This design comes from an exercise in tuning for small area on the open sky130 flow, not from production work. Only simulation tests tie the RTL to the original design; equivalence was not proved. Power and IR drop assume default switching activity.

**flow/run.sh**
```bash
#!/bin/bash
# synth_recipe.tcl (not shown) runs the flow's synth.tcl, then flattens the netlist and writes it again
# the make line also repeats each setting of config.mk as NAME=value (left out here)
make -C /OpenROAD-flow-scripts/flow DESIGN_CONFIG=/design/flow/config.mk WORK_HOME=/design/flow/orfs CLKGATE_MAP_FILE= SYNTH_SCRIPT=/design/flow/synth_recipe.tcl finish
```
**flow/config.mk**
```make
export PLATFORM = sky130hd
export DESIGN_NAME = sdReader
export DESIGN_NICKNAME = sdReader
export VERILOG_FILES = /design/flow/design.v
export SDC_FILE = /design/flow/constraint.sdc
export NUM_CORES = 4
export LEC_CHECK = 0
export CAP_MARGIN = 20
export CORE_MARGIN = 2
export CORE_UTILIZATION = 50
export PLACE_DENSITY = 0.6
export SLEW_MARGIN = 20
```
**flow/design.v**
```verilog
`timescale 1ns/1ps
package sdPkg;
    typedef enum logic [3:0] {
        SEQ_CMD0,
        SEQ_CMD8,
        SEQ_CMD55,
        SEQ_ACMD41,
        SEQ_CMD16,
        SEQ_CMD17,
        SEQ_TOKEN,       
        SEQ_WORD,
        SEQ_CRC,
        SEQ_READY,
        SEQ_ERROR
    } seqState_t;
    typedef enum logic [3:0] {
        PH_POWERUP,
        PH_PRE,
        PH_SEND,
        PH_WAIT,
        PH_RECV,
        PH_UPD,          
        PH_TMO,          
        PH_ISS,          
        PH_GO            
    } phase_t;
    localparam logic [47:0] CMD0_FRAME   = {8'h40, 32'h0000_0000, 8'h95};
    localparam logic [47:0] CMD8_FRAME   = {8'h48, 20'h00000, 4'b0001, 8'hAA, 8'h87};
    localparam logic [47:0] CMD55_FRAME  = {8'h77, 32'h0000_0000, 8'h01};
    localparam logic [47:0] ACMD41_FRAME = {8'h69, 32'h4000_0000, 8'h01};   
    localparam logic [47:0] CMD16_FRAME  = {8'h50, 32'h0000_0200, 8'h00};   
    localparam logic [47:0] CMD17_FRAME  = {8'h51, 32'h0000_0000, 8'h01};   
    localparam logic [7:0] R1_IDLE     = 8'h01;
    localparam logic [7:0] R1_READY    = 8'h00;
    localparam logic [7:0] START_TOKEN = 8'hFE;
endpackage
`timescale 1ns/1ps
`timescale 1ns/1ps
`timescale 1ns/1ps
module blockBuffer (
    input  logic       clk,
    input  logic       sh,       
    input  logic       shN,
    input  logic [7:0] din,      
    output logic [7:0] dout      
);
    logic [511:0] chain [8];
    for (genvar k = 0; k < 8; k++) begin : gChain
        always_ff @(posedge clk)
            chain[k] <= ~(({chain[k][510:0], din[k]} | {512{shN}}) & (chain[k] | {512{sh}}));
        assign dout[k] = chain[k][511];
    end
endmodule
`timescale 1ns/1ps
`timescale 1ns/1ps
module sdReader #(
    parameter int clkDiv    = 2,
    parameter int bitCycles = 2,
    parameter int dumpWords = 128
) (
    input  logic clk,
    input  logic rstN,
    output logic sdClk,
    output logic sdMosi,
    input  logic sdMiso,
    output logic sdCs,
    input  logic dump,
    output logic uartTx,
    output logic ready,
    output logic error
);
    sdPkg::seqState_t state;
    sdPkg::phase_t    phase;
    logic       div;         
    logic [7:0] cnt;         
    logic [7:0] rx;          
    logic [8:0] byteCnt;     
    logic       par;         
    logic       sh, shN;     
    logic       active;      
    logic       timer;
    logic [3:0] bitIdx;      
    logic [7:0] bufIn, bufOut;
    logic [7:0] cntDec;
    logic       frameBit;
    logic [7:0] rxBits;
    logic       wrByte, rotByte;
    logic       txBit;
    assign ready  = (state == sdPkg::SEQ_READY);
    assign error  = (state == sdPkg::SEQ_ERROR);
    assign cntDec = cnt - 8'd1;
    always_comb begin
        case (state)
            sdPkg::SEQ_CMD8: rxBits = 8'd40;
            sdPkg::SEQ_WORD: rxBits = 8'd32;
            sdPkg::SEQ_CRC:  rxBits = 8'd16;
            default:         rxBits = 8'd8;
        endcase
    end
    always_comb begin
        case (state)
            sdPkg::SEQ_CMD8:   frameBit = sdPkg::CMD8_FRAME[cntDec[5:0]];
            sdPkg::SEQ_CMD55:  frameBit = sdPkg::CMD55_FRAME[cntDec[5:0]];
            sdPkg::SEQ_ACMD41: frameBit = sdPkg::ACMD41_FRAME[cntDec[5:0]];
            sdPkg::SEQ_CMD16:  frameBit = sdPkg::CMD16_FRAME[cntDec[5:0]];
            sdPkg::SEQ_CMD17:  frameBit = sdPkg::CMD17_FRAME[cntDec[5:0]];
            default:           frameBit = sdPkg::CMD0_FRAME[cntDec[5:0]];
        endcase
    end
    assign wrByte  = (phase == sdPkg::PH_RECV) && div && !sdClk &&
                     (state == sdPkg::SEQ_WORD) && (cnt[2:0] == 3'd1);
    assign rotByte = active && timer && (bitIdx == 4'd8);
    always_ff @(posedge clk or negedge rstN) begin
        if (!rstN) begin
            state  <= sdPkg::SEQ_CMD0;
            phase  <= sdPkg::PH_POWERUP;
            div    <= 1'b0;
            cnt    <= 8'd159;
            sdClk  <= 1'b0;
            sdMosi <= 1'b1;
            sdCs   <= 1'b1;
        end else begin
            case (phase)
                sdPkg::PH_UPD: begin
                    phase <= sdPkg::PH_ISS;
                    case (state)
                        sdPkg::SEQ_CMD0:
                            if (rx == sdPkg::R1_IDLE) state <= sdPkg::SEQ_CMD8;
                        sdPkg::SEQ_CMD8:
                            state <= (rx == sdPkg::R1_IDLE) ? sdPkg::SEQ_CMD55 : sdPkg::SEQ_ERROR;
                        sdPkg::SEQ_CMD55:
                            state <= (rx == sdPkg::R1_IDLE || rx == sdPkg::R1_READY) ?
                                     sdPkg::SEQ_ACMD41 : sdPkg::SEQ_ERROR;
                        sdPkg::SEQ_ACMD41:
                            if (rx == sdPkg::R1_IDLE)       state <= sdPkg::SEQ_CMD55;
                            else if (rx == sdPkg::R1_READY) state <= sdPkg::SEQ_CMD16;
                            else                            state <= sdPkg::SEQ_ERROR;
                        sdPkg::SEQ_CMD16:
                            state <= (rx == sdPkg::R1_READY) ? sdPkg::SEQ_CMD17 : sdPkg::SEQ_ERROR;
                        sdPkg::SEQ_CMD17:
                            state <= (rx == sdPkg::R1_READY) ? sdPkg::SEQ_TOKEN : sdPkg::SEQ_ERROR;
                        sdPkg::SEQ_TOKEN:
                            if (rx == sdPkg::START_TOKEN) state <= sdPkg::SEQ_WORD;
                        sdPkg::SEQ_WORD:
                            if (byteCnt == 9'd0) state <= sdPkg::SEQ_CRC;
                        sdPkg::SEQ_CRC:
                            state <= sdPkg::SEQ_READY;
                        default: ;
                    endcase
                end
                sdPkg::PH_TMO: begin
                    phase <= sdPkg::PH_ISS;
                    state <= sdPkg::SEQ_ERROR;
                end
                sdPkg::PH_ISS: begin
                    if (state != sdPkg::SEQ_READY && state != sdPkg::SEQ_ERROR)
                        phase <= sdPkg::PH_GO;
                end
                sdPkg::PH_GO: begin
                    if (state == sdPkg::SEQ_TOKEN || state == sdPkg::SEQ_WORD ||
                        state == sdPkg::SEQ_CRC) begin
                        phase <= sdPkg::PH_RECV;    
                        cnt   <= rxBits;
                    end else begin
                        phase <= sdPkg::PH_PRE;
                        sdCs  <= 1'b1;
                        cnt   <= 8'd15;
                    end
                end
                default: begin
                    div <= ~div;
                    if (div) begin
                        case (phase)
                            sdPkg::PH_POWERUP: begin
                                sdClk <= ~sdClk;
                                cnt   <= cntDec;
                                if (cnt == 8'd0)
                                    phase <= sdPkg::PH_ISS;
                            end
                            sdPkg::PH_PRE: begin
                                sdClk <= ~sdClk;
                                cnt   <= cntDec;
                                if (cnt == 8'd0) begin
                                    sdCs   <= 1'b0;
                                    sdMosi <= 1'b0;    
                                    cnt    <= 8'd47;
                                    phase  <= sdPkg::PH_SEND;
                                end
                            end
                            sdPkg::PH_SEND: begin
                                sdClk <= ~sdClk;
                                if (sdClk) begin
                                    cnt <= cntDec;
                                    if (cnt == 8'd0) begin
                                        sdMosi <= 1'b1;
                                        cnt    <= 8'd63;
                                        phase  <= sdPkg::PH_WAIT;
                                    end else begin
                                        sdMosi <= frameBit;
                                    end
                                end
                            end
                            sdPkg::PH_WAIT: begin
                                if (!sdClk && !sdMiso) begin
                                    phase <= sdPkg::PH_RECV;    
                                    cnt   <= rxBits;
                                end else if (cnt == 8'd0) begin
                                    sdClk <= 1'b0;
                                    phase <= sdPkg::PH_TMO;
                                end else begin
                                    sdClk <= ~sdClk;
                                    cnt   <= cntDec;
                                end
                            end
                            sdPkg::PH_RECV: begin
                                sdClk <= ~sdClk;
                                if (!sdClk) begin
                                    cnt <= cntDec;
                                end else if (cnt == 8'd0) begin
                                    phase <= sdPkg::PH_UPD;
                                end
                            end
                            default: ;
                        endcase
                    end
                end
            endcase
        end
    end
    always_ff @(posedge clk) begin
        if (phase == sdPkg::PH_RECV && div && !sdClk &&
            !(state == sdPkg::SEQ_CMD8 && cnt <= 8'd32))
            rx <= {rx[6:0], sdMiso};
    end
    always_comb begin
        if (bitIdx == 4'd0)
            txBit = 1'b0;
        else if (bitIdx == 4'd9)
            txBit = 1'b1;
        else
            txBit = bufOut[3'(bitIdx - 4'd1)] ^ par;    
    end
    always_ff @(posedge clk or negedge rstN) begin
        if (!rstN) begin
            active  <= 1'b0;
            timer   <= 1'b0;
            bitIdx  <= 4'd0;
            byteCnt <= 9'd0;
            uartTx  <= 1'b1;
            par     <= 1'b0;
            sh      <= 1'b0;
            shN     <= 1'b1;
        end else begin
            par <= ~par;
            sh  <= wrByte | rotByte;
            shN <= ~(wrByte | rotByte);
            if (wrByte)
                byteCnt <= byteCnt + 9'd1;
            if (!active) begin
                uartTx <= 1'b1;
                if (dump && ready)
                    active <= 1'b1;    
            end else begin
                uartTx <= txBit;
                timer  <= ~timer;
                if (timer) begin
                    if (bitIdx == 4'd9) begin
                        bitIdx  <= 4'd0;
                        byteCnt <= byteCnt + 9'd1;
                        if (byteCnt == 9'(4 * dumpWords - 1))
                            active <= 1'b0;
                    end else begin
                        bitIdx <= bitIdx + 4'd1;
                    end
                end
            end
        end
    end
    assign bufIn = ready ? bufOut : (rx ^ {8{par}});
    blockBuffer uBuffer (
        .clk  (clk),
        .sh   (sh),
        .shN  (shN),
        .din  (bufIn),
        .dout (bufOut)
    );
endmodule
```
**flow/constraint.sdc**
```tcl
create_clock -name core_clock -period 10.0 [get_ports {clk}]
set_input_delay 2.0000 -clock core_clock [delete_from_list [all_inputs] [get_ports {clk}]]
set_output_delay 2.0000 -clock core_clock [all_outputs]
set_load 0.01 [all_outputs]
```
==> results of run 1 <==
sequential cells by signal, summed over array words and instances (netlist names):
name,cells
timer,1
div,1
rx,8
cnt,8
phase,4
shN,1
state,4
sdMosi,1
uartTx,1
par,1
sdClk,1
sdCs,1
sh,1
byteCnt,9
bitIdx,4
active,1
uBuffer.chain,4096
path summary, 6_finish.rpt:
kind	start	end	slack [ns]	cells past startpoint
hold reg to reg	uBuffer.chain[4][214]	uBuffer.chain[4][215]	0.39	1
max in group asynchronous	rstN	sh	8.05	1
hold / removal	uBuffer.chain[4][214]	uBuffer.chain[4][215]	0.39	1
min in group asynchronous	rstN	phase[3]	1.21	1
setup reg to reg	shN	uBuffer.chain[2][193]	6.34	3
setup / recovery	state[3]	ready	4.83	4
worst max-delay path, stage by stage (launching register included):
cell	delay, ns
dfrtp_1	0.69
nor2b_1	0.27
nand3_1	0.48
inv_1	0.23
clkdlybuf4s50_1	0.57
per-layer routing:
layer	global-route usage	up-vias	part of all wire
met2	0.2350	631	0.44
met4	0.05326	0	0.027
met3	0.02703	377	0.029
met5	0	-	0
met1	0.1980	32940	0.51
li1	-	36240	-
cell usage in the layout, fill, tap and decap left out, drive strengths merged, types with 7 or more instances in the layout:
master,Yosys,layout
nor2,32,32
xnor2,23,23
inv,22,29
clkinv,0,90
nand3,8,8
buf,96,55
o21ai,22,22
ha,11,11
edfxtp,8,8
nand4,7,7
nor2b,8,8
nor4,7,7
nand2b,11,11
clkdlybuf4s50,0,8
nand2,24,24
nor3,14,14
dfxtp,4096,4096
clkinvlp,0,8
dfrtp,29,29
a21oi,19,19
bufinv,0,32
clkbuf,842,580
dfstp,10,10
o22ai,4100,4100
metrics by stage:
stage | utilization | cells | area, um2
3_5_place_dp | 0.5080 | 11640 | 115600
5_1_grt | 0.5671 | 12360 | 129000
6_report | 0.5671 | 12360 | 129000
3_3_place_gp | 0.5080 | 11640 | 115600
4_1_cts | 0.5669 | 12360 | 129000
2_1_floorplan | - | 9506 | 114600
cells by family after synthesis:
| group | count (synthesis) |
|---|---|
| DFF | 4143 |
| and+or+nand+nor | 152 |
| xor gates and xnor gates | 28 |
| adders and majority gates | 11 |
| muxes | 8 |
| AOI/OAI and AO/OA | 4204 |
| buffers and inverters | 960 |
cell type report:
class                      count  share of cell area
antenna                        1          0.00001940
clock buffer                 580             0.09120
clock inverter               137             0.01253
inverter                      22           0.0006401
multi-input combinational   4403              0.2149
sequential                  4143              0.6452
tap                         3009             0.02918
timing repair buffer          63            0.006333
power by group:
group          internal (mW)  leakage [nW]  switching [mW]
Combinational          0.202          6.33           0.252
Clock                   8.98          6.63            5.95
Sequential              16.6          35.1           0.126
==> run notes, run 1 <==
status = no timing/DRC/antenna violations
Root Buffer = clkbuf_16
Pre-antenna DRT Iters = 5
P&R area growth vs syn = 12.62%
f_max = 0.1935 GHz
final HPWL from detailed placement = 86730 um
main combinational cell family by area after synthesis = compound AO/OA/AOI/OAI gates
Critical Path Source Type = flop
GRT Total Usage = 0.1465
TNS Setup = 0 ns
initial core utilization = 0.5035
worst slew pin tran = 1.229 ns
cts hold-fix bufs = 0
GRT overflow = 0
Clock Latency Late Sink = 0.94 ns
Sink Count = 4143
RSZ-0062 raised after global routing = false
TritonCTS buffer count = 402
aggregate routed wire length = 176400 um
Worst Path Required = 8.00 ns
Synth cell types = 72
vias in the first global route = 67550
Synth Net Count = 9521
post-CTS setup buffers = 0
worst hold-check path type = reg -> reg
top cell type by total area after synthesis = dfxtp_1
CP endpoint kind = primary output
number of core rows = 175
routability congestion estimate = 0.7398
Worst Setup Slack post-DPL = 5.808 ns
adder-cell share of the synthesized area = 0.001201
YS warnings = 3
DR iter-0 viols = 3746
initial antenna violation count = 1
Compound-Gate Fraction of Synth Area = 0.2303
syn_area_per_cell = 12.05 um2
pwr/cell area = 248.7 nW/um2
PortBufs = 9
Post-synth top cells = 4100 x o22ai_1, 4096 x dfxtp_1, 842 x clkbuf_1, 96 x buf_1, 32 x nor2_1
Peak VDD IR = 0.0001417 V
Final setup viols = 0
Synth Instances = 9506
Clock transition at path regs = 0.06 ns
Wirelength per Cell = 14.27 um
layout net count = 9050
register area share after synthesis = 0.7265
I/O Pins = 10
CP arrival = 3.17 ns
drt drc = 0
Die Y = 482.7 um
TritonCTS clock tree = yes
register area = 83230 um2
Synth Flop Type = dfxtp_1
LEAKAGE = 48.03 nW
Crit Path Max Fanout = 18
area share of the largest cell type after synthesis = 0.7158
FF+latch count, synth = 4143
share of cells above drive strength 1 = 0.07659
Max Root-Sink Buffers = 4
mux share of post-synthesis cell area = 0.0009393
FILL cells = 18420
H-tree level count = 5
Vias per Instance = 5.680
vias = 70190
most frequent cell after synthesis = o22ai_1
clock period minus worst slack = 5.169 ns
hold slack = 0.3903 ns
largest net degree at the start of global routing = 280
fin crit share = 0.5169
Multi-input gate area = 27730 um2
CP Class = reg -> out
Slew HR = 0.1804
FFs w/ async S/R, synth = 0.009413
Max Slew Vio Count = 0
global-route wire length before repair = 308000 um
Final WS setup = 4.831 ns
XOR/XNOR Fraction of Synth Area = 0.002141
max-cap viol count = 0
post-synthesis cell area = 114600 um2
Final Hold Fails = 0
cts repair resizes = 0
die width = 482.7 um
core area = 227500 um2
largest cells by area after synthesis = dfxtp_1 72%, o22ai_1 22%, clkbuf_1 2.8%
Antenna Nets Post-Route = 0
total die area = 233000 um2
Max Clock Skew = 0.05401 ns
number of flops mapped to enable cells by yosys = 8
Power Total = 32.08 mW
Simple-Gate Fraction of Synth Area = 0.007405
==> run 2: changes to the inputs <==
--- a/flow/design.v
+++ b/flow/design.v
@@ -38,17 +38,16 @@
 `timescale 1ns/1ps
 `timescale 1ns/1ps
 module blockBuffer (
-    input  logic       clk,
-    input  logic       sh,       
-    input  logic       shN,
-    input  logic [7:0] din,      
-    output logic [7:0] dout      
+    input  logic        clk,
+    input  logic        ins,
+    input  logic [63:0] din,
+    output logic [63:0] tap
 );
-    logic [511:0] chain [8];
-    for (genvar k = 0; k < 8; k++) begin : gChain
+    logic [63:0] ring [64];
+    for (genvar r = 0; r < 64; r++) begin : gRing
         always_ff @(posedge clk)
-            chain[k] <= ~(({chain[k][510:0], din[k]} | {512{shN}}) & (chain[k] | {512{sh}}));
-        assign dout[k] = chain[k][511];
+            ring[r] <= {ring[r][62:0], ins ? din[r] : ring[r][63]};
+        assign tap[r] = ring[r][63];
     end
 endmodule
 `timescale 1ns/1ps
@@ -73,18 +72,24 @@
     sdPkg::phase_t    phase;
     logic       div;         
     logic [7:0] cnt;         
+    logic [63:0] rxs;        
     logic [7:0] rx;          
     logic [8:0] byteCnt;     
-    logic       par;         
-    logic       sh, shN;     
+    logic [5:0] label;       
+    logic [63:0] nextGrp;    
+    logic       nextOk;      
+    logic       ins1, ins2;  
+    logic       ins, cap, load, rxShift, dumpShift;
+    logic [5:0] capGrp, capGrp1, capSlot;
+    localparam logic [5:0] LABEL0 = 6'd61;    
     logic       active;      
     logic       timer;
     logic [3:0] bitIdx;      
-    logic [7:0] bufIn, bufOut;
+    logic [63:0] tap;
     logic [7:0] cntDec;
     logic       frameBit;
     logic [7:0] rxBits;
-    logic       wrByte, rotByte;
+    logic       wrByte;
     logic       txBit;
     assign ready  = (state == sdPkg::SEQ_READY);
     assign error  = (state == sdPkg::SEQ_ERROR);
@@ -109,7 +114,6 @@
     end
     assign wrByte  = (phase == sdPkg::PH_RECV) && div && !sdClk &&
                      (state == sdPkg::SEQ_WORD) && (cnt[2:0] == 3'd1);
-    assign rotByte = active && timer && (bitIdx == 4'd8);
     always_ff @(posedge clk or negedge rstN) begin
         if (!rstN) begin
             state  <= sdPkg::SEQ_CMD0;
@@ -227,10 +231,47 @@
             endcase
         end
     end
+    assign rxShift   = phase == sdPkg::PH_RECV && div && !sdClk &&
+                       !(state == sdPkg::SEQ_CMD8 && cnt <= 8'd32);
+    assign dumpShift = active && timer && bitIdx != 4'd0 && bitIdx != 4'd9;
+    assign load      = active && !timer && bitIdx == 4'd0 && byteCnt[2:0] == 3'd0;
+    assign rx        = rxs[7:0];
     always_ff @(posedge clk) begin
-        if (phase == sdPkg::PH_RECV && div && !sdClk &&
-            !(state == sdPkg::SEQ_CMD8 && cnt <= 8'd32))
-            rx <= {rx[6:0], sdMiso};
+        if (load)
+            rxs <= nextGrp;
+        else if (rxShift || dumpShift)
+            rxs <= {rxs[62:0], sdMiso};
+    end
+    always_ff @(posedge clk or negedge rstN) begin
+        if (!rstN) begin
+            label <= 6'd0;
+            ins1  <= 1'b0;
+            ins2  <= 1'b0;
+        end else begin
+            label <= label + 6'd1;
+            if (phase == sdPkg::PH_UPD && state == sdPkg::SEQ_TOKEN)
+                label <= LABEL0;
+            ins1 <= wrByte && byteCnt[2:0] == 3'd7;
+            ins2 <= ins1;
+        end
+    end
+    assign ins = byteCnt[8] ? ins2 : ins1;
+    assign capGrp  = (state == sdPkg::SEQ_CRC) ? 6'd0 : byteCnt[8:3] + 6'd1;
+    assign capSlot = 6'(capGrp * 6'd6) + {5'd0, capGrp1[5]};
+    assign capGrp1 = capGrp + 6'd1;
+    always_ff @(posedge clk or negedge rstN) begin
+        if (!rstN)
+            nextOk <= 1'b0;
+        else if (load)
+            nextOk <= 1'b0;
+        else if (cap)
+            nextOk <= 1'b1;
+    end
+    assign cap = !nextOk && (ready || state == sdPkg::SEQ_CRC) && label == capSlot;
+    always_ff @(posedge clk) begin
+        if (cap)
+            for (int i = 0; i < 64; i++)
+                nextGrp[i] <= tap[i ^ 7];
     end
     always_comb begin
         if (bitIdx == 4'd0)
@@ -238,7 +279,7 @@
         else if (bitIdx == 4'd9)
             txBit = 1'b1;
         else
-            txBit = bufOut[3'(bitIdx - 4'd1)] ^ par;    
+            txBit = rxs[63];    
     end
     always_ff @(posedge clk or negedge rstN) begin
         if (!rstN) begin
@@ -247,13 +288,7 @@
             bitIdx  <= 4'd0;
             byteCnt <= 9'd0;
             uartTx  <= 1'b1;
-            par     <= 1'b0;
-            sh      <= 1'b0;
-            shN     <= 1'b1;
         end else begin
-            par <= ~par;
-            sh  <= wrByte | rotByte;
-            shN <= ~(wrByte | rotByte);
             if (wrByte)
                 byteCnt <= byteCnt + 9'd1;
             if (!active) begin
@@ -276,12 +311,10 @@
             end
         end
     end
-    assign bufIn = ready ? bufOut : (rx ^ {8{par}});
     blockBuffer uBuffer (
-        .clk  (clk),
-        .sh   (sh),
-        .shN  (shN),
-        .din  (bufIn),
-        .dout (bufOut)
+        .clk (clk),
+        .ins (ins),
+        .din (rxs),
+        .tap (tap)
     );
 endmodule
--- a/flow/config.mk
+++ b/flow/config.mk
@@ -8,5 +8,8 @@
 export CAP_MARGIN = 20
 export CORE_MARGIN = 2
 export CORE_UTILIZATION = 50
+export CTS_BUF_LIST = sky130_fd_sc_hd__clkbuf_8
+export CTS_CLUSTER_DIAMETER = 50
+export CTS_CLUSTER_SIZE = 20
 export PLACE_DENSITY = 0.6
 export SLEW_MARGIN = 20
==> run 2 against run 1 <==
Compared with the run above: still clean; sequential power up 2%; count of clock-buffer cells in the layout down 282; global-route usage down 4.1 points; via count down 56%; worst setup slack better by 0.29 ns; wire length down 46%; core utilization down 2.0 points; fmax up 6.0%; non-clock buffer count down 49; first-iteration DRC count down 63%.
==> run notes, run 2 <==
Final setup viols = 0
CP endpoint kind = primary output
DR iter-0 viols = 1371
FFs w/ async S/R, synth = 0.01054
worst hold-check path type = reg -> reg
routability congestion estimate = 0.6974
YS warnings = 3
top cell type by total area after synthesis = dfxtp_1
slowest stage delay, CP = 0.68 ns
FF+latch count, synth = 4269
initial core utilization = 0.5033
f_max = 0.2051 GHz
mux share of post-synthesis cell area = 0.01855
Wirelength per Cell = 12.69 um
clock period minus worst slack = 4.876 ns
Crit Path Max Fanout = 24
Synth Net Count = 4798
Compound-Gate Fraction of Synth Area = 0.008312
most common cell after layout, fill and taps aside = dfxtp_1
H-tree level count = 5
aggregate routed wire length = 95470 um
adder-cell share of the synthesized area = 0.002006
CP Class = reg -> out
largest net degree at the start of global routing = 65
cts hold-fix bufs = 0
Clock Latency Late Sink = 1.00 ns
Worst Path Required = 8.00 ns
WP buf/inv = 1
CP delay by family, top = flip-flops
most frequent cell after synthesis = dfxtp_1
number of flops mapped to enable cells by yosys = 128
Peak VDD IR = 0.0001186 V
vias = 30830
Sink Count = 4269
Crit-path slowest cell = dfrtp_1
Pre-antenna DRT Iters = 4
Synth cell types = 68
Biggest register = uBuffer.ring
initial antenna violation count = 5
max reg flops = 4096
global-route wire length before repair = 159400 um
Vias per Instance = 4.097
share of cells above drive strength 1 = 0.09949
register area share after synthesis = 0.9551
TritonCTS buffer count = 282
Synth Instances = 4780
cts repair resizes = 0
commonest non-fill, non-tap cells in the layout = 4096 x dfxtp_1, 298 x clkbuf_8, 128 x edfxtp_1
layout net count = 5060
core area = 180900 um2
Top Registers = uBuffer.ring (4096), nextGrp (64), rxs (64)
syn_area_per_cell = 19.05 um2
Root Buffer = clkbuf_8
Critical Path Source Type = flop
worst slew pin tran = 1.104 ns
PortBufs = 9
Simple-Gate Fraction of Synth Area = 0.01003
largest cells by area after synthesis = dfxtp_1 90%, edfxtp_1 4.2%, mux2_2 1.0%
area share of the largest cell type after synthesis = 0.9004
Synth Flop Type = dfxtp_1
GRT Total Usage = 0.1053
post-CTS setup buffers = 0
die width = 430.8 um
I/O Pins = 10
Post-synth top cells = 4096 x dfxtp_1, 128 x edfxtp_1, 82 x mux2_2, 49 x mux2_4
status = no timing/DRC/antenna violations
total die area = 185600 um2
Finished Layout Cells = 7524
crit-path cells = nand2b_1, nor2_1, clkdlybuf4s50_1
LEAKAGE = 39.04 nW
drt drc = 0
RSZ-0062 raised after global routing = false
number of core rows = 156
XOR/XNOR Fraction of Synth Area = 0.002981
TNS Setup = 0 ns
max-cap viol count = 0
GRT overflow = 0
final HPWL from detailed placement = 46730 um
Die Y = 430.8 um
P&R area growth vs syn = 8.598%
TritonCTS clock tree = yes
Slew HR = 0.2642
Max Slew Vio Count = 0
Max Root-Sink Buffers = 4
post-synthesis cell area = 91070 um2
Cells after DPL = 7128
vias in the first global route = 30680
main combinational cell family by area after synthesis = multiplexers
Clock transition at path regs = 0.11 ns
Antenna Nets Post-Route = 0
Final Hold Fails = 0
Max Clock Skew = 0.04802 ns
CP arrival = 2.88 ns
fin crit share = 0.4876
pwr/cell area = 251.7 nW/um2
==> run 2: logic make-up (layout without fill, tap and decap cells) <==
kind of cell | after synthesis | count (layout)
flip-flops | 4269 | 4269
XOR/XNOR | 31 | 31
AND/OR/NAND/NOR | 163 | 163
multiplexers | 134 | 134
adder cells (fa/ha/maj) | 14 | 14
AO/OA/AOI/OAI | 117 | 117
buffers and inverters | 52 | 418
other | 0 | 8
==> run 2: power by group <==
group	switching, mW	internal, mW	leakage [nW]
registers	0	17.1	34.5
clock network	4.85	2.97	2.65
logic	0.00459	0.00123	1.89
total	4.85	20.0	39.0
==> run 2: final cells by class <==
cell class	count	area [um2]
clock buffer	298	4101
multi-input combinational	459	3856
fill	14010	82040
antenna	8	20.02
clock inverter	90	780.7
inverter	16	60.06
sequential	4269	86980
timing repair buffer	14	135.1
tap	2370	2965
==> run 2: stage by stage <==
step	setup WS [ns]	hold WS (ns)	cell area [um2]	utilization	total power [mW]
final	5.124	0.3039	98900	0.5466	24.89
after global routing	4.859	0.2905	98890	0.5465	25.91
after CTS	4.933	0.3042	98880	0.5465	25.28
after detailed placement	5.761	0.3121	94000	0.5195	17.46
after global placement	5.661	0.3096	93980	0.5194	17.46
after floorplan	3.938	0.3096	91070	-	17.46
==> run 2: path summary, 6_finish.rpt <==
| kind | slack, ns | depth (start not counted) | to | start |
|---|---|---|---|---|
| max in group asynchronous | 8.39 | 2 | state[0] | rstN |
| setup / recovery | 5.12 | 3 | ready | state[2] |
| setup reg to reg | 5.84 | 9 | nextGrp[23] | state[1] |
| min in group asynchronous | 1.14 | 2 | cnt[5] | rstN |
| hold / removal | 0.30 | 0 | uBuffer.ring[2][40] | uBuffer.ring[2][39] |
| hold reg to reg | 0.30 | 0 | uBuffer.ring[2][40] | uBuffer.ring[2][39] |
==> run 2: layer usage <==
layer	vias to the layer above	part of all wire	GRT usage	wire, um
met2	381	0.36	0.1343	34310
met5	-	0	0	0
met4	0	0.038	0.04861	3665
li1	15540	-	-	-
met3	304	0.042	0.02749	4048
met1	14600	0.56	0.1646	53440
==> run 3: changes to the inputs <==
--- a/flow/config.mk
+++ b/flow/config.mk
@@ -8,8 +8,5 @@
 export CAP_MARGIN = 20
 export CORE_MARGIN = 2
 export CORE_UTILIZATION = 50
-export CTS_BUF_LIST = sky130_fd_sc_hd__clkbuf_8
-export CTS_CLUSTER_DIAMETER = 50
-export CTS_CLUSTER_SIZE = 20
 export PLACE_DENSITY = 0.6
 export SLEW_MARGIN = 20
==> run 3 against run 2 <==
Compared with the run above: count of clock-buffer cells in the layout increased by 252; first-iteration DRC count rose by 2.5%; still clean; synthesized area is the same; critical endpoint is now error.
==> run notes, run 3 <==
total die area = 185600 um2
vias = 31940
routability congestion estimate = 0.6974
LEAKAGE = 42.94 nW
Synth Flop Type = dfxtp_1
H-tree level count = 5
final HPWL from detailed placement = 46730 um
most common cell after layout, fill and taps aside = dfxtp_1
Peak VDD IR = 0.0001506 V
FFs w/ async S/R, synth = 0.01054
YS warnings = 3
drt drc = 0
hold slack = 0.2986 ns
max reg flops = 4096
CP Class = reg -> out
commonest non-fill, non-tap cells in the layout = 4096 x dfxtp_1, 408 x clkbuf_16, 128 x edfxtp_1
Max Slew Vio Count = 0
Post-synth top cells = 4096 x dfxtp_1, 128 x edfxtp_1, 82 x mux2_2, 49 x mux2_4
GRT overflow = 0
Worst Setup Slack post-DPL = 5.761 ns
post-CTS setup buffers = 0
Synth Instances = 4780
die width = 430.8 um
FILL cells = 13170
Cells after DPL = 7128
initial core utilization = 0.5033
largest net degree at the start of global routing = 65
CP arrival = 2.76 ns
Final WS setup = 5.235 ns
aggregate routed wire length = 99800 um
TNS Setup = 0 ns
DR iter-0 viols = 1405
GRT Total Usage = 0.1109
Finished Layout Cells = 7830
Slew HR = 0.2736
register area = 86980 um2
Synth Net Count = 4798
Final setup viols = 0
P&R area growth vs syn = 17.81%
post-route cell area = 107300 um2
largest cells by area after synthesis = dfxtp_1 90%, edfxtp_1 4.2%, mux2_2 1.0%
fin crit share = 0.4765
fin util = 0.5930
area share of the largest cell type after synthesis = 0.9004
most frequent cell after synthesis = dfxtp_1
Top Registers = uBuffer.ring (4096), nextGrp (64), rxs (64)
cts hold-fix bufs = 0
Sink Count = 4269
pwr/cell area = 297.5 nW/um2
max-cap viol count = 0
Reg2Reg Setup Slack = 5.82 ns
Pre-antenna DRT Iters = 5
FF+latch count, synth = 4269
core area = 180900 um2
Worst Path Required = 8.00 ns
f_max = 0.2099 GHz
Max Clock Skew = 0.03626 ns
Power Total = 31.92 mW
Critical Path Source Type = flop
cts repair resizes = 0
Root Buffer = clkbuf_16
number of flops mapped to enable cells by yosys = 128
Clock Latency Late Sink = 0.91 ns
RSZ-0062 raised after global routing = false
Clock transition at path regs = 0.06 ns
status = no timing/DRC/antenna violations
placed instance area = 94000 um2
worst hold-check path type = reg -> reg
TritonCTS clock tree = yes
Vias per Instance = 4.079
CP endpoint kind = primary output
register area share after synthesis = 0.9551
number of core rows = 156
Crit Path Max Fanout = 24
worst slew pin tran = 1.090 ns
TritonCTS buffer count = 389
Die Y = 430.8 um
Wirelength per Cell = 12.75 um
Biggest register = uBuffer.ring
share of cells above drive strength 1 = 0.1447
Final Hold Fails = 0
syn_area_per_cell = 19.05 um2
clock period minus worst slack = 4.765 ns
layout net count = 5167
Max Root-Sink Buffers = 4
top cell type by total area after synthesis = dfxtp_1
post-synthesis cell area = 91070 um2
vias in the first global route = 32590
PortBufs = 9
Multi-input gate area = 3856 um2
global-route wire length before repair = 168000 um
Synth cell types = 68
Antenna Nets Post-Route = 0
I/O Pins = 10
initial antenna violation count = 4
==> run 3: cell counts after synthesis <==
Identical to the previous run, type by type.
==> run 3: critical path, cell delays in order (launching register included) <==
cell and delay [ns]:
dfrtp_1 0.91, nand2b_1 0.20, nor2_1 0.21, clkdlybuf4s50_1 0.56
==> run 3: report_power, final <==
part | total, mW | leakage (nW) | internal (mW) | switching (mW)
sequential | 17.1 | 34.5 | 17.1 | 0
combinational | 0.00574 | 1.89 | 0.00123 | 0.00451
clock | 14.8 | 6.55 | 8.99 | 5.85
==> run 3: path summary, 6_finish.rpt <==
check,start,end,cells after the start
setup / recovery,state[1],error,3
hold / removal,uBuffer.ring[60][5],uBuffer.ring[60][6],0
setup reg to reg,state[1],nextGrp[47],9
hold reg to reg,uBuffer.ring[60][5],uBuffer.ring[60][6],0
max in group asynchronous,rstN,byteCnt[2],2
min in group asynchronous,rstN,cnt[5],2
==> run 3: logic make-up (layout without fill, tap and decap cells) <==
| logic type | count (synthesis) | count (layout) | synth area share |
|---|---|---|---|
| muxes | 134 | 134 | 0.01855 |
| AOI/OAI and AO/OA | 117 | 117 | 0.008312 |
| adders and majority gates | 14 | 14 | 0.002006 |
| xor gates and xnor gates | 31 | 31 | 0.002981 |
| buffers and inverters | 52 | 726 | 0.003023 |
| DFF | 4269 | 4269 | 0.9551 |
| and+or+nand+nor | 163 | 163 | 0.01003 |
| other | 0 | 6 | 0 |
==> run 3: area by class of cell <==
cell class | count | area share
clock inverters | 146 | 0.01703
inverters | 16 | 0.0005598
repair buffers | 14 | 0.001259
diodes | 6 | 0.0001399
well taps | 2370 | 0.02764
flip-flops and latches | 4269 | 0.8107
multi-input cells | 459 | 0.03594
clock buffers | 550 | 0.1068
==> run 3: routing by layer <==
layer | global-route usage | routed length (um) | vias up
met1 | 0.1690 | 54490 | 15130
met4 | 0.05430 | 3789 | 0
li1 | - | - | 16010
met2 | 0.1439 | 37240 | 471
met3 | 0.02991 | 4273 | 328
met5 | 0 | 0 | -
==> run 4: changes to the inputs <==
--- a/flow/config.mk
+++ b/flow/config.mk
@@ -8,5 +8,8 @@
 export CAP_MARGIN = 20
 export CORE_MARGIN = 2
 export CORE_UTILIZATION = 50
+export CTS_BUF_LIST = sky130_fd_sc_hd__clkbuf_16
+export CTS_CLUSTER_DIAMETER = 60
+export CTS_CLUSTER_SIZE = 28
 export PLACE_DENSITY = 0.6
 export SLEW_MARGIN = 20
==> run 4 against run 3 <==
Compared with the run above: cell area fell by 6.7%; hold slack improved by 0.014 ns; total power decreased by 19%; clock power down about 40%; core utilization down 4.0 points; non-clock buffer count is the same; worst setup slack gained 0.072 ns; critical path type unchanged; final cell count down 5.0%; highest routed layer unchanged; global-route usage decreased by 0.72 points; fmax rose by 1.5%; via count down 5.2%; sequential share of layout area rose by 5.8 points.
==> run notes, run 4 <==
status = no timing/DRC/antenna violations
routability congestion estimate = 0.6974
register area share after synthesis = 0.9551
aggregate routed wire length = 94030 um
GRT Total Usage = 0.1036
YS warnings = 3
FF+latch count, synth = 4269
FF-to-FF Start = state[1]
Final setup viols = 0
largest net degree at the start of global routing = 65
Crit Path Max Fanout = 24
die width = 430.8 um
Biggest register = uBuffer.ring
Reg2Reg Setup Slack = 5.81 ns
post-synthesis cell area = 91070 um2
drt drc = 0
largest cells by area after synthesis = dfxtp_1 90%, edfxtp_1 4.2%, mux2_2 1.0%
Slew HR = 0.2696
FILL cells = 13870
vias = 30270
TNS Setup = 0 ns
CP endpoint kind = primary output
Clock transition at path regs = 0.09 ns
Sink Count = 4269
Clock Latency Late Sink = 0.81 ns
TritonCTS buffer count = 191
total die area = 185600 um2
LEAKAGE = 39.47 nW
Die Y = 430.8 um
commonest non-fill, non-tap cells in the layout = 4096 x dfxtp_1, 200 x clkbuf_16, 128 x edfxtp_1
DR iter-0 viols = 1553
cts hold-fix bufs = 0
post-CTS setup buffers = 0
final HPWL from detailed placement = 46730 um
RR Endpoint = nextGrp[19]
vias in the first global route = 29940
TritonCTS clock tree = yes
top cell type by total area after synthesis = dfxtp_1
core area = 180900 um2
syn_area_per_cell = 19.05 um2
most frequent cell after synthesis = dfxtp_1
H-tree level count = 4
Critical Path Source Type = flop
Final Hold Fails = 0
Setup crit start = state[2]
area share of the largest cell type after synthesis = 0.9004
Worst Setup Slack post-DPL = 5.761 ns
Synth Net Count = 4798
Vias per Instance = 4.069
worst slew pin tran = 1.096 ns
Synth cell types = 68
f_max = 0.2131 GHz
initial core utilization = 0.5033
CP Class = reg -> out
PortBufs = 9
layout net count = 4969
I/O Pins = 10
Pre-antenna DRT Iters = 5
most common cell after layout, fill and taps aside = dfxtp_1
Top Registers = uBuffer.ring (4096), nextGrp (64), rxs (64)
Post-synth top cells = 4096 x dfxtp_1, 128 x edfxtp_1, 82 x mux2_2, 49 x mux2_4
Peak VDD IR = 0.0001553 V
hold slack = 0.3130 ns
Wirelength per Cell = 12.64 um
cts repair resizes = 0
number of core rows = 156
RSZ-0062 raised after global routing = false
GRT overflow = 0
clock period minus worst slack = 4.693 ns
Root Buffer = clkbuf_16
initial antenna violation count = 4
Synth Instances = 4780
number of flops mapped to enable cells by yosys = 128
Max Root-Sink Buffers = 3
pwr/cell area = 259.7 nW/um2
global-route wire length before repair = 156900 um
FFs w/ async S/R, synth = 0.01054
CP arrival = 2.69 ns
Max Slew Vio Count = 0
Synth Flop Type = dfxtp_1
P&R area growth vs syn = 9.898%
cells on worst reg2reg path = 9
Worst Path Required = 8.00 ns
fin crit share = 0.4693
max reg flops = 4096
worst hold-check path type = reg -> reg
Final WS setup = 5.307 ns
max-cap viol count = 0
Antenna Nets Post-Route = 0
CP endpoint = ready
Max Clock Skew = 0.03330 ns
share of cells above drive strength 1 = 0.08593
run 4: cell counts after synthesis:
Identical to the previous run, type by type.
run 4: logic make-up (layout without fill, tap and decap cells):
logic type	count (synthesis)	count (layout)	synth area share
flip-flops	4269	4269	0.9551
AND/OR/NAND/NOR	163	163	0.01003
multiplexers	134	134	0.01855
AO/OA/AOI/OAI	117	117	0.008312
buffers and inverters	52	334	0.003023
XOR/XNOR	31	31	0.002981
adder cells (fa/ha/maj)	14	14	0.002006
other	0	7	0
run 4: power by group:
part | internal, mW | total [mW] | switching [mW]
combinational | 0.00123 | 0.00581 | 0.00458
clock | 3.94 | 8.93 | 4.99
sequential | 17.1 | 17.1 | 0
total | 21.0 | 26.0 | 4.99
run 4: worst min-delay path by stage:
stage               cells past startpoint                   to                 from  slack (ns)
finish                                  0  uBuffer.ring[5][34]  uBuffer.ring[5][33]        0.31
global route                            0  uBuffer.ring[57][2]  uBuffer.ring[57][1]        0.32
CTS                                     0  uBuffer.ring[5][34]  uBuffer.ring[5][33]        0.32
detailed placement                      0  uBuffer.ring[11][5]  uBuffer.ring[11][4]        0.31
global placement                        0  uBuffer.ring[48][9]  uBuffer.ring[48][8]        0.31
floorplan                               0  uBuffer.ring[0][10]   uBuffer.ring[0][9]        0.31
run 4: metrics by stage:
step / total power, mW / area (um2) / util / cells
2_1_floorplan: 17.46 / 91070 / - / 4780
3_3_place_gp: 17.46 / 93980 / 0.5194 / 7127
3_5_place_dp: 17.46 / 94000 / 0.5195 / 7128
4_1_cts: 26.34 / 100100 / 0.5530 / 7432
5_1_grt: 26.97 / 100100 / 0.5531 / 7433
6_report: 25.99 / 100100 / 0.5531 / 7439
run 4: cell type report:
cell class | count | area, um2 | share of cell area
sequential | 4269 | 86980 | 0.8691
tap | 2370 | 2965 | 0.02963
multi-input combinational | 459 | 3856 | 0.03853
inverter | 16 | 60.06 | 0.0006001
clock inverter | 104 | 1065 | 0.01064
antenna | 7 | 17.52 | 0.0001750
timing repair buffer | 14 | 135.1 | 0.001350
clock buffer | 200 | 5005 | 0.05001
run 4: critical path: stages, from the launching register on:
cell and delay (ns):
dfrtp_1 0.67, nand2b_1 0.33, nor2_1 0.30, clkdlybuf4s50_1 0.60
run 4: per-layer routing:
layer  vias to the layer above  share of wire  global-route usage
li1                      15420              -                   -
met1                     14390           0.57              0.1645
met2                       256           0.37              0.1354
met3                       216          0.034             0.02357
met4                         0          0.030             0.04038
met5                         -              0                   0
==> run 5: changes to the inputs <==
--- a/flow/design.v
+++ b/flow/design.v
@@ -40,14 +40,16 @@
 module blockBuffer (
     input  logic        clk,
     input  logic        ins,
-    input  logic [63:0] din,
-    output logic [63:0] tap
+    input  logic [31:0] din,
+    output logic [31:0] tapA,    
+    output logic [31:0] tapB     
 );
-    logic [63:0] ring [64];
-    for (genvar r = 0; r < 64; r++) begin : gRing
+    logic [127:0] ring [32];
+    for (genvar r = 0; r < 32; r++) begin : gRing
         always_ff @(posedge clk)
-            ring[r] <= {ring[r][62:0], ins ? din[r] : ring[r][63]};
-        assign tap[r] = ring[r][63];
+            ring[r] <= {ring[r][126:0], ins ? din[r] : ring[r][127]};
+        assign tapA[r] = ring[r][127];
+        assign tapB[r] = ring[r][63];
     end
 endmodule
 `timescale 1ns/1ps
@@ -72,20 +74,19 @@
     sdPkg::phase_t    phase;
     logic       div;         
     logic [7:0] cnt;         
-    logic [63:0] rxs;        
+    logic [31:0] rxs;        
     logic [7:0] rx;          
     logic [8:0] byteCnt;     
-    logic [5:0] label;       
-    logic [63:0] nextGrp;    
+    logic [6:0] label;       
+    logic [31:0] nextWord;   
     logic       nextOk;      
-    logic       ins1, ins2;  
-    logic       ins, cap, load, rxShift, dumpShift;
-    logic [5:0] capGrp, capGrp1, capSlot;
-    localparam logic [5:0] LABEL0 = 6'd61;    
+    logic       ins;         
+    logic       cap, load, rxShift, dumpShift;
+    logic [6:0] capWord, capSlot;
     logic       active;      
     logic       timer;
     logic [3:0] bitIdx;      
-    logic [63:0] tap;
+    logic [31:0] tapA, tapB;
     logic [7:0] cntDec;
     logic       frameBit;
     logic [7:0] rxBits;
@@ -234,31 +235,27 @@
     assign rxShift   = phase == sdPkg::PH_RECV && div && !sdClk &&
                        !(state == sdPkg::SEQ_CMD8 && cnt <= 8'd32);
     assign dumpShift = active && timer && bitIdx != 4'd0 && bitIdx != 4'd9;
-    assign load      = active && !timer && bitIdx == 4'd0 && byteCnt[2:0] == 3'd0;
+    assign load      = active && !timer && bitIdx == 4'd0 && byteCnt[1:0] == 2'd0;
     assign rx        = rxs[7:0];
     always_ff @(posedge clk) begin
         if (load)
-            rxs <= nextGrp;
+            rxs <= nextWord;
         else if (rxShift || dumpShift)
-            rxs <= {rxs[62:0], sdMiso};
+            rxs <= {rxs[30:0], sdMiso};
     end
     always_ff @(posedge clk or negedge rstN) begin
         if (!rstN) begin
-            label <= 6'd0;
-            ins1  <= 1'b0;
-            ins2  <= 1'b0;
+            label <= 7'd0;
+            ins   <= 1'b0;
         end else begin
-            label <= label + 6'd1;
+            label <= label + 7'd1;
             if (phase == sdPkg::PH_UPD && state == sdPkg::SEQ_TOKEN)
-                label <= LABEL0;
-            ins1 <= wrByte && byteCnt[2:0] == 3'd7;
-            ins2 <= ins1;
+                label <= 7'd0;
+            ins <= wrByte && byteCnt[1:0] == 2'd3;
         end
     end
-    assign ins = byteCnt[8] ? ins2 : ins1;
-    assign capGrp  = (state == sdPkg::SEQ_CRC) ? 6'd0 : byteCnt[8:3] + 6'd1;
-    assign capSlot = 6'(capGrp * 6'd6) + {5'd0, capGrp1[5]};
-    assign capGrp1 = capGrp + 6'd1;
+    assign capWord = (state == sdPkg::SEQ_CRC) ? 7'd0 : byteCnt[8:2] + 7'd1;
+    assign capSlot = 7'(capWord * 7'd3);
     always_ff @(posedge clk or negedge rstN) begin
         if (!rstN)
             nextOk <= 1'b0;
@@ -267,11 +264,11 @@
         else if (cap)
             nextOk <= 1'b1;
     end
-    assign cap = !nextOk && (ready || state == sdPkg::SEQ_CRC) && label == capSlot;
+    assign cap = !nextOk && (ready || state == sdPkg::SEQ_CRC) && label[5:0] == capSlot[5:0];
     always_ff @(posedge clk) begin
         if (cap)
-            for (int i = 0; i < 64; i++)
-                nextGrp[i] <= tap[i ^ 7];
+            for (int i = 0; i < 32; i++)
+                nextWord[i] <= (label[6] == capSlot[6]) ? tapA[i ^ 7] : tapB[i ^ 7];
     end
     always_comb begin
         if (bitIdx == 4'd0)
@@ -279,7 +276,7 @@
         else if (bitIdx == 4'd9)
             txBit = 1'b1;
         else
-            txBit = rxs[63];    
+            txBit = rxs[31];    
     end
     always_ff @(posedge clk or negedge rstN) begin
         if (!rstN) begin
@@ -313,8 +310,9 @@
     end
     blockBuffer uBuffer (
         .clk (clk),
-        .ins (ins),
-        .din (rxs),
-        .tap (tap)
+        .ins  (ins),
+        .din  (rxs),
+        .tapA (tapA),
+        .tapB (tapB)
     );
 endmodule
==> flow/config.mk (replaced) <==
export PLATFORM = sky130hd
export DESIGN_NAME = sdReader
export DESIGN_NICKNAME = sdReader
export VERILOG_FILES = /design/flow/design.v
export SDC_FILE = /design/flow/constraint.sdc
export NUM_CORES = 4
export LEC_CHECK = 0
export CAP_MARGIN = 20
export CORE_MARGIN = 2
export CORE_UTILIZATION = 60
export CTS_BUF_LIST = sky130_fd_sc_hd__clkbuf_8
export CTS_CLUSTER_DIAMETER = 50
export CTS_CLUSTER_SIZE = 22
export PLACE_DENSITY = 0.7
export SLEW_MARGIN = 20
==> run 5 against run 4 <==
Compared with the run above: die area shrank 19%; fmax down 5.4%; global-route usage grew 2.2 points; total power decreased by 6.5%.
==> run notes, run 5 <==
DR iter-0 viols = 995
TNS Setup = 0 ns
post-route met1 wirelength = 52140 um
Critical Path Source Type = flop
placed instance area = 91070 um2
TritonCTS buffer count = 221
Internal = 19.34 mW
Synth Net Count = 4744
CP arrival = 2.96 ns
Die Y = 388.4 um
largest net degree at the start of global routing = 46
Crit Path Max Fanout = 22
FFs w/ async S/R, synth = 0.01070
Peak VDD IR = 0.0001824 V
clock power share = 0.283
Multi-input gate area = 3413 um2
Sw Ratio = 0.2042
Root Buffer = clkbuf_8
global-route wire length before repair = 152600 um
slowest stage delay, CP = 0.67 ns
FF+latch count, synth = 4205
CP endpoint kind = primary output
Post-synth top cells = 4096 x dfxtp_1, 67 x mux2_2, 64 x edfxtp_1, 64 x nor2_1, 41 x nand2_1
met3 routed WL = 3798 um
CP delay by family, top = simple AND/OR/NAND/NOR gates
WP buf/inv = 1
Final Hold Fails = 0
initial core utilization = 0.6019
crit-path cells = nor2_1, and3_1, clkdlybuf4s50_1
Synth Instances = 4729
Max Clock Skew = 0.04621 ns
Max Slew Vio Count = 0
GRT Total Usage = 0.1258
Biggest register = uBuffer.ring
power share of the combinational group = 0.018
commonest non-fill, non-tap cells in the layout = 4096 x dfxtp_1, 228 x clkbuf_8, 67 x mux2_2
Antenna Nets Post-Route = 0
mux share of post-synthesis cell area = 0.01302
TritonCTS clock tree = yes
Crit-path slowest cell = clkdlybuf4s50_1
Cells after DPL = 6632
fin util = 0.6444
pwr/cell area = 256.1 nW/um2
I/O Pins = 10
Sink Count = 4205
syn_area_per_cell = 18.75 um2
Compound-Gate Fraction of Synth Area = 0.008354
Wirelength per Cell = 13.54 um
DR top layer = met5
Vias per Instance = 4.269
GRT overflow = 0
P&R area growth vs syn = 7.048%
Worst Path Required = 8.00 ns
most frequent cell after synthesis = dfxtp_1
XOR/XNOR Fraction of Synth Area = 0.004247
Finished Layout Cells = 6926
worst hold-check path type = reg -> reg
post-route cell area = 94920 um2
register area = 85060 um2
Pre-antenna DRT Iters = 4
met2 wire len = 35250 um
clock period minus worst slack = 4.962 ns
top cell type by total area after synthesis = dfxtp_1
CP Class = reg -> out
Slew HR = 0.3608
main combinational cell family by area after synthesis = multiplexers
YS warnings = 3
Top Registers = uBuffer.ring (4096), nextWord (32), rxs (32)
Clock transition at path regs = 0.13 ns
cts hold-fix bufs = 0
RSZ-0062 raised after global routing = false
Max Root-Sink Buffers = 3
FILL cells = 9980
aggregate routed wire length = 93760 um
number of flops mapped to enable cells by yosys = 64
cells on worst reg2reg path = 12
status = no timing/DRC/antenna violations
largest cells by area after synthesis = dfxtp_1 92%, edfxtp_1 2.2%, dfrtp_1 1.0%
Sw Pwr = 4.964 mW
adder-cell share of the synthesized area = 0.001552
vias in the first global route = 29080
Synth cell types = 67
H-tree level count = 4
Simple-Gate Fraction of Synth Area = 0.01087
Synth Flop Type = dfxtp_1
die width = 388.4 um
number of core rows = 141
initial antenna violation count = 7
post-synthesis cell area = 88670 um2
f_max = 0.2015 GHz
worst slew pin tran = 0.9347 ns
vias = 29570
fin crit share = 0.4962
drt drc = 0
Reg power frac = 0.699
layout net count = 4941
core area = 147300 um2
PortBufs = 9
max reg flops = 4096
most common cell after layout, fill and taps aside = dfxtp_1
register area share after synthesis = 0.9593
cts repair resizes = 0
Power Total = 24.31 mW
Hold Crit Depth = 0
Final setup viols = 0
share of cells above drive strength 1 = 0.07333
routability congestion estimate = 0.7188
Clock Latency Late Sink = 0.96 ns
Levels on crit path = 3
post-CTS setup buffers = 0
LEAKAGE = 37.51 nW
final HPWL from detailed placement = 49500 um
total die area = 150900 um2
max-cap viol count = 0
area share of the largest cell type after synthesis = 0.9248
[run 5: path summary, 6_finish.rpt]
kind / start / end / slack [ns]
max reg2reg: byteCnt[2] / nextWord[6] / 5.58
max: state[2] / ready / 5.04
min in group asynchronous: rstN / label[3] / 1.18
max in group asynchronous: rstN / ins / 8.35
min reg2reg: uBuffer.ring[26][99] / uBuffer.ring[26][100] / 0.31
min: uBuffer.ring[26][99] / uBuffer.ring[26][100] / 0.31
[run 5: cells by family after synthesis]
family	Yosys count
DFF	4205
and+or+nand+nor	191
AOI/OAI and AO/OA	121
muxes	103
buffers and inverters	58
xor gates and xnor gates	40
adders and majority gates	11
[run 5: power groups by stage]
stage,registers [mW],logic (mW),clock network [mW]
2_1_floorplan,17.3,0.382,0
3_3_place_gp,17.4,0.445,0
3_5_place_dp,17.4,0.440,0
4_1_cts,17.0,0.443,7.14
5_1_grt,17.0,0.498,7.71
6_report,17.0,0.443,6.87
[run 5: routing by layer]
metal / vias up / GRT usage
li1: 15090 / -
met4: 4 / 0.04839
met1: 13930 / 0.1993
met5: - / 0
met3: 208 / 0.03176
met2: 331 / 0.1647
[run 5: worst reg2reg max path, delay by kind of cell, from the launching register on]
kind | cells | cell delay, ns
compound gates | 1 | 0.27
xor+xnor | 3 | 0.89
fa+ha+maj | 2 | 0.62
buf+inv | 1 | 0.50
flops | 1 | 0.52
simple gates | 5 | 1.25
[run 5: layout make-up]
type,count,share of cell area
Inverter,16,0.0006327
Tap cell,1930,0.02544
Multi-Input combinational cell,466,0.03596
Timing Repair Buffer,16,0.001582
Clock buffer,228,0.03306
Sequential cell,4205,0.8961
Clock inverter,60,0.007092
Antenna cell,5,0.0001318
[run 5: per-stage QoR]
| step | hold WS [ns] | setup slack (ns) |
|---|---|---|
| after CTS | 0.3038 | 4.867 |
| final | 0.3068 | 5.038 |
| after detailed placement | 0.3121 | 5.578 |
| after global placement | 0.3097 | 5.551 |
| after floorplan | 0.3096 | 4.792 |
| after global routing | 0.3088 | 4.784 |
==> run 6: changes to the inputs <==
--- a/flow/config.mk
+++ b/flow/config.mk
@@ -7,9 +7,9 @@
 export LEC_CHECK = 0
 export CAP_MARGIN = 20
 export CORE_MARGIN = 2
-export CORE_UTILIZATION = 60
+export CORE_UTILIZATION = 50
 export CTS_BUF_LIST = sky130_fd_sc_hd__clkbuf_8
 export CTS_CLUSTER_DIAMETER = 50
-export CTS_CLUSTER_SIZE = 22
-export PLACE_DENSITY = 0.7
+export CTS_CLUSTER_SIZE = 20
+export PLACE_DENSITY = 0.6
 export SLEW_MARGIN = 20
==> run 6 against run 5 <==
Compared with the run above: sequential power hardly changed; total power hardly changed; count of clock-buffer cells in the layout is 13 higher; hold slack worse by 0.0088 ns; clock power hardly changed; cell area is 0.55% higher; register-to-register slack worse by 0.32 ns; first-iteration DRC count is 41% higher.
==> run notes, run 6 <==
max reg flops = 4096
layout net count = 4958
vias in the first global route = 29220
I/O Pins = 10
syn_area_per_cell = 18.75 um2
CP endpoint kind = primary output
DR iter-0 viols = 1405
Root Buffer = clkbuf_8
post-synthesis cell area = 88670 um2
Max Root-Sink Buffers = 3
Die Y = 425.1 um
number of flops mapped to enable cells by yosys = 64
Worst Path Required = 8.00 ns
Top Registers = uBuffer.ring (4096), nextWord (32), rxs (32)
Synth cell types = 67
Vias per Instance = 4.039
Critical Path Source Type = flop
share of cells above drive strength 1 = 0.07459
Synth Net Count = 4744
worst slew pin tran = 1.007 ns
status = no timing/DRC/antenna violations
H-tree level count = 4
clock period minus worst slack = 5.100 ns
commonest non-fill, non-tap cells in the layout = 4096 x dfxtp_1, 241 x clkbuf_8, 67 x mux2_2
Final Hold Fails = 0
largest net degree at the start of global routing = 46
top cell type by total area after synthesis = dfxtp_1
Peak VDD IR = 0.0001497 V
Antenna Nets Post-Route = 0
Slew HR = 0.3288
CP arrival = 3.10 ns
Clock Latency Late Sink = 1.01 ns
TritonCTS clock tree = yes
GRT overflow = 0
YS warnings = 3
worst hold-check path type = reg -> reg
PortBufs = 9
FFs w/ async S/R, synth = 0.01070
Final setup viols = 0
Max Clock Skew = 0.04030 ns
initial antenna violation count = 3
pwr/cell area = 254.6 nW/um2
GRT Total Usage = 0.1044
P&R area growth vs syn = 7.641%
TNS Setup = 0 ns
register area share after synthesis = 0.9593
Synth Instances = 4729
cts repair resizes = 0
Multi-input gate area = 3410 um2
Final WS setup = 4.901 ns
grt met3 use = 0.02851
total die area = 180700 um2
largest cells by area after synthesis = dfxtp_1 92%, edfxtp_1 2.2%, dfrtp_1 1.0%
initial core utilization = 0.5035
FF+latch count, synth = 4205
vias = 29690
Crit Path Max Fanout = 17
TritonCTS buffer count = 238
Clock transition at path regs = 0.11 ns
number of core rows = 154
Sink Count = 4205
Wirelength per Cell = 12.56 um
register area = 85060 um2
post-route cell area = 95450 um2
Synth Flop Type = dfxtp_1
Max Slew Vio Count = 0
LEAKAGE = 37.55 nW
Post-synth top cells = 4096 x dfxtp_1, 67 x mux2_2, 64 x edfxtp_1, 64 x nor2_1, 41 x nand2_1
placed instance area = 91590 um2
post-CTS setup buffers = 0
Pre-antenna DRT Iters = 4
f_max = 0.1961 GHz
routability congestion estimate = 0.7186
drt drc = 0
most common cell after layout, fill and taps aside = dfxtp_1
cts hold-fix bufs = 0
FILL cells = 13930
most frequent cell after synthesis = dfxtp_1
met2 Usage GRT = 0.1342
Biggest register = uBuffer.ring
fin crit share = 0.5100
met1 GRT Util = 0.1633
core area = 176100 um2
final HPWL from detailed placement = 47620 um
global-route wire length before repair = 152200 um
CP Class = reg -> out
max-cap viol count = 0
area share of the largest cell type after synthesis = 0.9248
RSZ-0062 raised after global routing = false
Worst Setup Slack post-DPL = 5.227 ns
die width = 425.1 um
hold slack = 0.2979 ns
aggregate routed wire length = 92370 um
busiest grt layer = met1
run 6: worst paths after layout:
kind / endpoint / cells past startpoint / start / slack [ns]
min in group asynchronous: active / 2 / rstN / 1.14
min reg2reg: uBuffer.ring[2][115] / 0 / uBuffer.ring[2][114] / 0.30
max: error / 4 / state[1] / 4.90
min: uBuffer.ring[2][115] / 0 / uBuffer.ring[2][114] / 0.30
max reg2reg: nextWord[12] / 12 / state[3] / 5.26
max in group asynchronous: label[6] / 2 / rstN / 8.34
run 6: layer usage:
| layer | part of all wire | vias to the layer above |
|---|---|---|
| li1 | - | 15150 |
| met1 | 0.56 | 13970 |
| met2 | 0.37 | 352 |
| met3 | 0.043 | 216 |
| met4 | 0.029 | 0 |
| met5 | 0 | - |
run 6: worst max-delay path, stage by stage (launching register included):
cell and delay (ns):
dfrtp_1 0.71, inv_1 0.27, nor2_1 0.21, and3_1 0.34, clkdlybuf4s50_1 0.59
run 6: kinds of logic after synthesis:
family,share of synthesized area
xor+xnor,0.004247
flops,0.9593
buf+inv,0.002695
simple gates,0.01087
fa+ha+maj,0.001552
mux,0.01302
compound gates,0.008353
run 6: cell type report:
cell class,instances,area share
antenna,11,0.0002884
clock buffer,241,0.03475
clock inverter,57,0.005322
inverter,16,0.0006292
multi-input combinational,466,0.03572
sequential,4205,0.8912
tap,2340,0.03068
timing repair buffer,16,0.001442
run 6: per-stage QoR:
| stage | cells | total power [mW] | util |
|---|---|---|---|
| after detailed placement | 7043 | 17.83 | 0.5201 |
| after floorplan | 4729 | 17.67 | - |
| after CTS | 7341 | 24.67 | 0.5418 |
| after global placement | 7043 | 17.84 | 0.5201 |
| after global routing | 7348 | 25.33 | 0.5419 |
| final | 7352 | 24.31 | 0.5420 |
run 6: report_power, final:
part | internal, mW | total, mW | leakage [nW] | switching (mW)
registers | 16.9 | 17.0 | 34.0 | 0.126
clock network | 2.27 | 6.87 | 2.05 | 4.60
logic | 0.181 | 0.450 | 1.46 | 0.269
==> run 7: changes to the inputs <==
==> flow/flow/run.sh (new file) <==
#!/bin/bash
# Standard layout, but clock tree synthesis without dummy loads.
set -euo pipefail
export CTS_ARGS="-sink_clustering_enable -repair_clock_nets -dont_use_dummy_load -buf_list sky130_fd_sc_hd__clkbuf_8 -sink_clustering_size 22 -sink_clustering_max_diameter 50"
bash standard.sh > flow.log 2>&1
==> flow/standard.sh (new file) <==
#!/bin/bash
# synth_recipe.tcl (not shown) runs the flow's synth.tcl, then flattens the netlist and writes it again
# the make line also repeats each setting of config.mk as NAME=value (left out here)
make -C /OpenROAD-flow-scripts/flow DESIGN_CONFIG=/design/flow/config.mk WORK_HOME=/design/flow/orfs CLKGATE_MAP_FILE= SYNTH_SCRIPT=/design/flow/synth_recipe.tcl "${@:-finish}"
removed: flow/run.sh
==> run 7 against run 6 <==
Compared with the run above: synthesized cell count is the same; core utilization is 0.43 points lower; global-route usage is 0.088 points lower; sequential share of layout area grew 0.71 points; critical path type unchanged; non-clock buffer count stayed put.
==> run notes, run 7 <==
status = no timing/DRC/antenna violations
Critical Path Source Type = flop
number of core rows = 154
main combinational cell family by area after synthesis = multiplexers
f_max = 0.2017 GHz
RSZ-0062 raised after global routing = false
Final WS setup = 5.042 ns
adder-cell share of the synthesized area = 0.001552
Cells after DPL = 7043
Clock Latency Late Sink = 0.97 ns
Sink Count = 4205
P&R area growth vs syn = 6.793%
Clock transition at path regs = 0.11 ns
Synth cell types = 67
Top Registers = uBuffer.ring (4096), nextWord (32), rxs (32)
worst hold-check path type = reg -> reg
Slew HR = 0.3155
max-cap viol count = 0
Max Slew Vio Count = 0
Worst Setup Slack post-DPL = 5.227 ns
clock period minus worst slack = 4.958 ns
TNS Setup = 0 ns
DR iter-0 viols = 1460
most common cell after layout, fill and taps aside = dfxtp_1
LEAKAGE = 37.11 nW
largest net degree at the start of global routing = 46
cts hold-fix bufs = 0
syn_area_per_cell = 18.75 um2
initial core utilization = 0.5035
post-synthesis cell area = 88670 um2
cts repair resizes = 0
vias = 29460
FF+latch count, synth = 4205
Die Y = 425.1 um
Final setup viols = 0
Vias per Instance = 4.050
top cell type by total area after synthesis = dfxtp_1
most frequent cell after synthesis = dfxtp_1
initial antenna violation count = 4
aggregate routed wire length = 92040 um
Pre-antenna DRT Iters = 6
FILL cells = 13970
final HPWL from detailed placement = 47620 um
Synth Net Count = 4744
PortBufs = 9
die width = 425.1 um
I/O Pins = 10
routability congestion estimate = 0.7186
register area share after synthesis = 0.9593
CP endpoint kind = primary output
Worst Path Required = 8.00 ns
Crit Path Max Fanout = 17
Antenna Nets Post-Route = 0
largest cells by area after synthesis = dfxtp_1 92%, edfxtp_1 2.2%, dfrtp_1 1.0%
Max Root-Sink Buffers = 3
YS warnings = 3
Reg2Reg Setup Slack = 5.24 ns
area share of the largest cell type after synthesis = 0.9248
Max Clock Skew = 0.1332 ns
Biggest register = uBuffer.ring
CP arrival = 2.96 ns
Post-synth top cells = 4096 x dfxtp_1, 67 x mux2_2, 64 x edfxtp_1, 64 x nor2_1, 41 x nand2_1
mux share of post-synthesis cell area = 0.01302
Synth Instances = 4729
Peak VDD IR = 0.0001626 V
FFs w/ async S/R, synth = 0.01070
GRT Total Usage = 0.1035
post-route cell area = 94690 um2
global-route wire length before repair = 151100 um
placed instance area = 91590 um2
max reg flops = 4096
Simple-Gate Fraction of Synth Area = 0.01087
H-tree level count = 4
TritonCTS clock tree = yes
Root Buffer = clkbuf_8
TritonCTS buffer count = 224
layout net count = 4944
GRT overflow = 0
Wirelength per Cell = 12.65 um
fin crit share = 0.4958
Finished Layout Cells = 7274
commonest non-fill, non-tap cells in the layout = 4096 x dfxtp_1, 224 x clkbuf_8, 67 x mux2_2
worst slew pin tran = 1.027 ns
Compound-Gate Fraction of Synth Area = 0.008354
total die area = 180700 um2
XOR/XNOR Fraction of Synth Area = 0.004247
drt drc = 0
post-CTS setup buffers = 0
share of cells above drive strength 1 = 0.06475
number of flops mapped to enable cells by yosys = 64
Synth Flop Type = dfxtp_1
CP Class = reg -> out
vias in the first global route = 28930
pwr/cell area = 251.3 nW/um2
Final Hold Fails = 0
core area = 176100 um2
-- run 7: power by group --
| part | leakage [nW] | switching (mW) | internal [mW] |
|---|---|---|---|
| logic | 1.46 | 0.268 | 0.181 |
| registers | 34.0 | 0.126 | 16.9 |
| clock network | 1.61 | 4.34 | 2.01 |
| total | 37.1 | 4.74 | 19.1 |
-- run 7: metrics by stage --
stage	hold slack (ns)	util	power (mW)
6_report	0.2289	0.5377	23.80
5_1_grt	0.2125	0.5376	24.79
4_1_cts	0.1954	0.5376	24.14
3_5_place_dp	0.3121	0.5201	17.83
3_3_place_gp	0.3095	0.5201	17.84
2_1_floorplan	0.3096	-	17.67
-- run 7: worst paths after layout --
| path | start | to | cells past startpoint |
|---|---|---|---|
| worst max-delay path | state[1] | error | 4 |
| worst min-delay path | uBuffer.ring[29][58] | uBuffer.ring[29][59] | 0 |
| worst max register to register | state[3] | nextWord[16] | 12 |
| worst min register to register | uBuffer.ring[29][58] | uBuffer.ring[29][59] | 0 |
| max in group asynchronous | rstN | phase[3] | 2 |
| min in group asynchronous | rstN | sdClk | 2 |
-- run 7: cell type report --
class / instances / area [um2] / share of cell area
Clock buffer: 224 / 3083 / 0.03256
Antenna cell: 7 / 17.52 / 0.0001850
Multi-Input combinational cell: 466 / 3410 / 0.03601
Inverter: 16 / 60.06 / 0.0006342
Timing Repair Buffer: 16 / 137.6 / 0.001453
Tap cell: 2340 / 2928 / 0.03092
Sequential cell: 4205 / 85060 / 0.8982
-- run 7: cell families after synthesis --
group,Yosys count
mux,103
flops,4205
simple gates,191
compound gates,121
fa+ha+maj,11
xor+xnor,40
buf+inv,58
-- run 7: critical path, cell delays in order (launching register included) --
cell and delay, ns:
dfrtp_1 0.69, inv_1 0.26, nor2_1 0.21, and3_1 0.33
clkdlybuf4s50_1 0.59
-- run 7: metal layers --
metal,wire length (um),GRT usage,vias to the layer above
li1,-,-,15050
met1,51260,0.1626,13860
met2,33320,0.1324,314
met3,4384,0.02726,236
met5,0,0,-
met4,3080,0.04385,0

## afterwards: timing with drivers on the ports
Ports are ideal in the flow. The routed layouts listed here were re-timed in OpenROAD.
Step 1 (the two cells are an assumption about what drives the block):
set clk [get_ports {clk}]
set_driving_cell -lib_cell sky130_fd_sc_hd__clkbuf_16 $clk
set_driving_cell -lib_cell sky130_fd_sc_hd__buf_2 [delete_from_list [all_inputs] $clk]
Step 2 moves the port delays by t, midway between the first and last clock arrival at a register: inputs arrive t later, outputs are due t later. That takes back most of the time a late clock gives input paths.
a / b / c = ideal / step 1 / step 2; a / b = the first two.
| run | t (ns) | setup WS [ns] | worst register clock-pin slew, ns | worst data-port slew with drivers (ns) | cell pins on the clock port's net |
|---|---|---|---|---|---|
| run 1 | 1.000 | 4.831 / 4.747 / 5.747 | 0.07 / 0.07 | 0.03 | 1 |
| run 2 | 1.048 | 5.124 / 5.054 / 5.763 | 0.12 / 0.12 | 0.03 | 1 |
| run 3 | 0.958 | 5.235 / 5.162 / 5.786 | 0.07 / 0.07 | 0.03 | 1 |
| run 4 | 0.871 | 5.307 / 5.233 / 5.806 | 0.10 / 0.10 | 0.03 | 1 |
| run 5 | 1.000 | 5.038 / 4.969 / 5.576 | 0.13 / 0.13 | 0.06 | 1 |
| run 6 | 1.063 | 4.900 / 4.826 / 5.256 | 0.12 / 0.12 | 0.13 | 1 |
| run 7 | 0.987 | 5.042 / 4.969 / 5.244 | 0.12 / 0.12 | 0.13 | 1 |
After both steps setup and hold are still met in every run listed.
